This design comes from an exercise in tuning for small area, a short achievable clock period and few clock cycles per item on the open sky130 flow, not from production work. Function was checked by simulation only, so behaviour that the tests miss may differ from the original. Power is estimated from default activity; no workload was simulated.

nickel:
// planar_pose_dead_reckoning_top
module planar_pose_dead_reckoning_top (
    input  logic                    i_clk,
    input  logic                    i_rst_n,
    input  logic                    i_valid,
    output logic                    o_ready,
    input  logic signed [VEL_W-1:0] i_linear_velocity,
    input  logic signed [VEL_W-1:0] i_angular_velocity,
    input  logic [DT_W-1:0]         i_step_time,
    output logic                    o_valid,
    input  logic                    i_ready,
    output logic signed [POS_W-1:0] o_pos_x,
    output logic signed [POS_W-1:0] o_pos_y,
    output logic [HEAD_W-1:0]       o_heading,
    output logic signed [VEL_W-1:0] o_speed_echo,
    output logic signed [VEL_W-1:0] o_turn_rate_echo,
    output logic                    o_saturated
);
export LEC_CHECK = 0
export CAP_MARGIN = 20
export CORE_MARGIN = 2
export CORE_UTILIZATION = 65
export SLEW_MARGIN = 20
export TNS_END_PERCENT = 20
create_clock -name core_clock -period 12.5 [get_ports {i_clk}]
standard.sh (not shown) runs the stock make flow with config.mk's settings and CLKGATE_MAP_FILE= SYNTH_SCRIPT=/design/flow/synth_recipe.tcl, a recipe that flattens the netlist after the stock synthesis.
==> flow/flow/run.sh <==
#!/bin/bash
# The standard layout (standard.sh, unchanged synthesis and steps), with
# the timing repair aiming 7 ns below the clock period instead of at it; the
# clock period and constraints are the design's. make's full output goes to
# make_finish.log here, and each ORFS step's log to orfs/logs/.
set -euo pipefail
bash standard.sh SETUP_SLACK_MARGIN=7 finish > make_finish.log 2>&1
Testbench counts of nickel, summed over its fixed seeds: cycles 50,560, items 2,400.
The following lists how tundra was set up differently from nickel:
- TNS_END_PERCENT now 5, was 20
==> flow/flow/run.sh <==
#!/bin/bash
# The standard layout (standard.sh, unchanged synthesis and steps), with
# the timing repair aiming 8 ns below the clock period instead of at it; the
# clock period and constraints are the design's. make's full output goes to
# make_finish.log here, and each ORFS step's log to orfs/logs/.
set -euo pipefail
bash standard.sh SETUP_SLACK_MARGIN=8 finish > make_finish.log 2>&1
==> comparison <==
- tundra | stages: all done | timing, DRC, antenna: all pass
- Relative to nickel, the length of routed wiring on met1 measured on tundra has decreased slightly.
- In tundra, the depth of the critical timing path with buffers and inverters included came out 9.1% above the value in nickel.
- Compared with nickel, tundra shows a via count that is about 2% higher.
- The standard cells in tundra occupy more silicon area than those in nickel do.
- Taking nickel as the reference, in tundra first-iteration DRC count grew by about 12%; non-clock buffer area fraction after layout increased by 0.62 points relative to the old numbers; wire length of the first global-routing pass rose by 5.1%; final critical path time including I/O delays and setup moved down.
- Worst setup margin: tundra > nickel
diff inputs: tundra => harbor
- CORE_UTILIZATION now 72, was 65
==> flow/flow/run.sh <==
#!/bin/bash
# The standard layout (standard.sh, unchanged synthesis and steps), with
# the timing repair aiming 7 ns below the clock period instead of at it; the
# clock period and constraints are the design's. make's full output goes to
# make_finish.log here, and each ORFS step's log to orfs/logs/.
set -euo pipefail
bash standard.sh SETUP_SLACK_MARGIN=7 finish > make_finish.log 2>&1
[summary]
- Clock buffer count shrinks by more than 10% when moving from tundra to harbor.
- The weighted congestion reported at the end of routability-driven placement number comes out higher for tundra vs harbor.
- Changes observed in harbor relative to tundra: worst setup skew after layout decreased by 9.4 ps relative to the old numbers, share of layout cells above drive strength 1 now sits lower, wire length of the first global-routing pass decreased 2.5%, wire length after detailed routing roughly the same.
- Relative to tundra, the number of buffers inserted during clock tree synthesis measured on harbor has decreased by a few percent.
- In harbor, worst path setup slack after routing is lower than in tundra.
- Between harbor and tundra, clock network fraction of design power is higher for harbor, tundra comes in under that.
Modified inputs, zinc compared to harbor
- swapping 72 for 65 in CORE_UTILIZATION
==> flow/flow/run.sh <==
#!/bin/bash
# The standard layout (standard.sh, unchanged synthesis and steps), with
# the timing repair aiming 6.5 ns below the clock period instead of at it; the
# clock period and constraints are the design's. make's full output goes to
# make_finish.log here, and each ORFS step's log to orfs/logs/.
set -euo pipefail
bash standard.sh SETUP_SLACK_MARGIN=6.5 finish > make_finish.log 2>&1
## What came out
No run among harbor and zinc stopped early or left any final violation; all are clean.
Diff harbor -> zinc: post-CTS setup repair buffer count now sits lower, core occupancy in the finished layout went down 9.4 points, count of plain and timing-repair buffers went down by about 12%, power share of the combinational group decreased by 1.0 points relative to the old numbers, met1 global-route usage -4.4 points.
zinc ended up with a higher number of cell rows than harbor did.
The inputs of yarrow differ from those of zinc as listed below.
==> flow/flow/run.sh <==
#!/bin/bash
# The standard layout (standard.sh, unchanged synthesis and steps), with
# the timing repair aiming 7.5 ns below the clock period instead of at it; the
# clock period and constraints are the design's. make's full output goes to
# make_finish.log here, and each ORFS step's log to orfs/logs/.
set -euo pipefail
bash standard.sh SETUP_SLACK_MARGIN=7.5 finish > make_finish.log 2>&1
==> comparison <==
Delta (yarrow minus zinc): cell count increased 1.8%; share of total power in the clock network decreased 0.7 points; total track usage now larger; via count of the first global-routing pass now sits higher. yarrow vs zinc, final wirelength went up by 4.3%. NOTE standby leakage power zinc->yarrow increased by a few percent. Looking at multi-input gate share of the layout cell area, yarrow sits 0.45 points lower than zinc does. Worst-case vdd ir drop was higher in yarrow than in zinc.
Setup changes, yarrow to indigo
==> flow/flow/run.sh <==
#!/bin/bash
# The standard layout (standard.sh, unchanged synthesis and steps), with
# the timing repair aiming 7 ns below the clock period instead of at it; the
# clock period and constraints are the design's. make's full output goes to
# make_finish.log here, and each ORFS step's log to orfs/logs/.
set -euo pipefail
bash standard.sh SETUP_SLACK_MARGIN=7 finish > make_finish.log 2>&1
## What came out
In the reports for yarrow and indigo, the larger global placer's final weighted congestion belongs to indigo.
Wire length after detailed routing, yarrow and indigo: larger value in yarrow
Going from yarrow to indigo, routing usage on met1 shrinks by 0.39 points.

-- separate check: timing with driven ports --
In the flow no input, the clock included, has a driving cell. The finished layouts below were timed again as built, in two steps.
Step 1: set_driving_cell puts a clkbuf_16 on i_clk and a buf_2 on each other input, an assumption about the parent block.
Step 2 times the ports against the registers' clock, not the clock port: input delays grow and output delays shrink by t, the midpoint of the rising clock arrivals with the driver on.
Slacks: ideal ports / drivers / drivers and shift; pairs: ideal ports / drivers.
run | t (ns) | setup WS [ns] | hold slack, ns | latest minus earliest clock arrival (ns) | pins driven straight from the clock port
nickel | 0.726 | 6.852 / 6.852 / 6.852 | 0.423 / 0.423 / 0.423 | 0.031 / 0.031 | 1
tundra | 0.726 | 6.860 / 6.860 / 6.860 | 0.420 / 0.420 / 0.420 | 0.042 / 0.042 | 1
harbor | 0.714 | 6.761 / 6.761 / 6.761 | 0.431 / 0.431 / 0.431 | 0.033 / 0.033 | 1
zinc | 0.733 | 6.501 / 6.501 / 6.501 | 0.416 / 0.416 / 0.416 | 0.030 / 0.030 | 1
yarrow | 0.726 | 6.942 / 6.942 / 6.942 | 0.424 / 0.424 / 0.424 | 0.033 / 0.033 | 1
indigo | 0.718 | 6.893 / 6.893 / 6.893 | 0.425 / 0.425 / 0.425 | 0.029 / 0.029 | 1
After both steps every run listed still meets setup and hold.
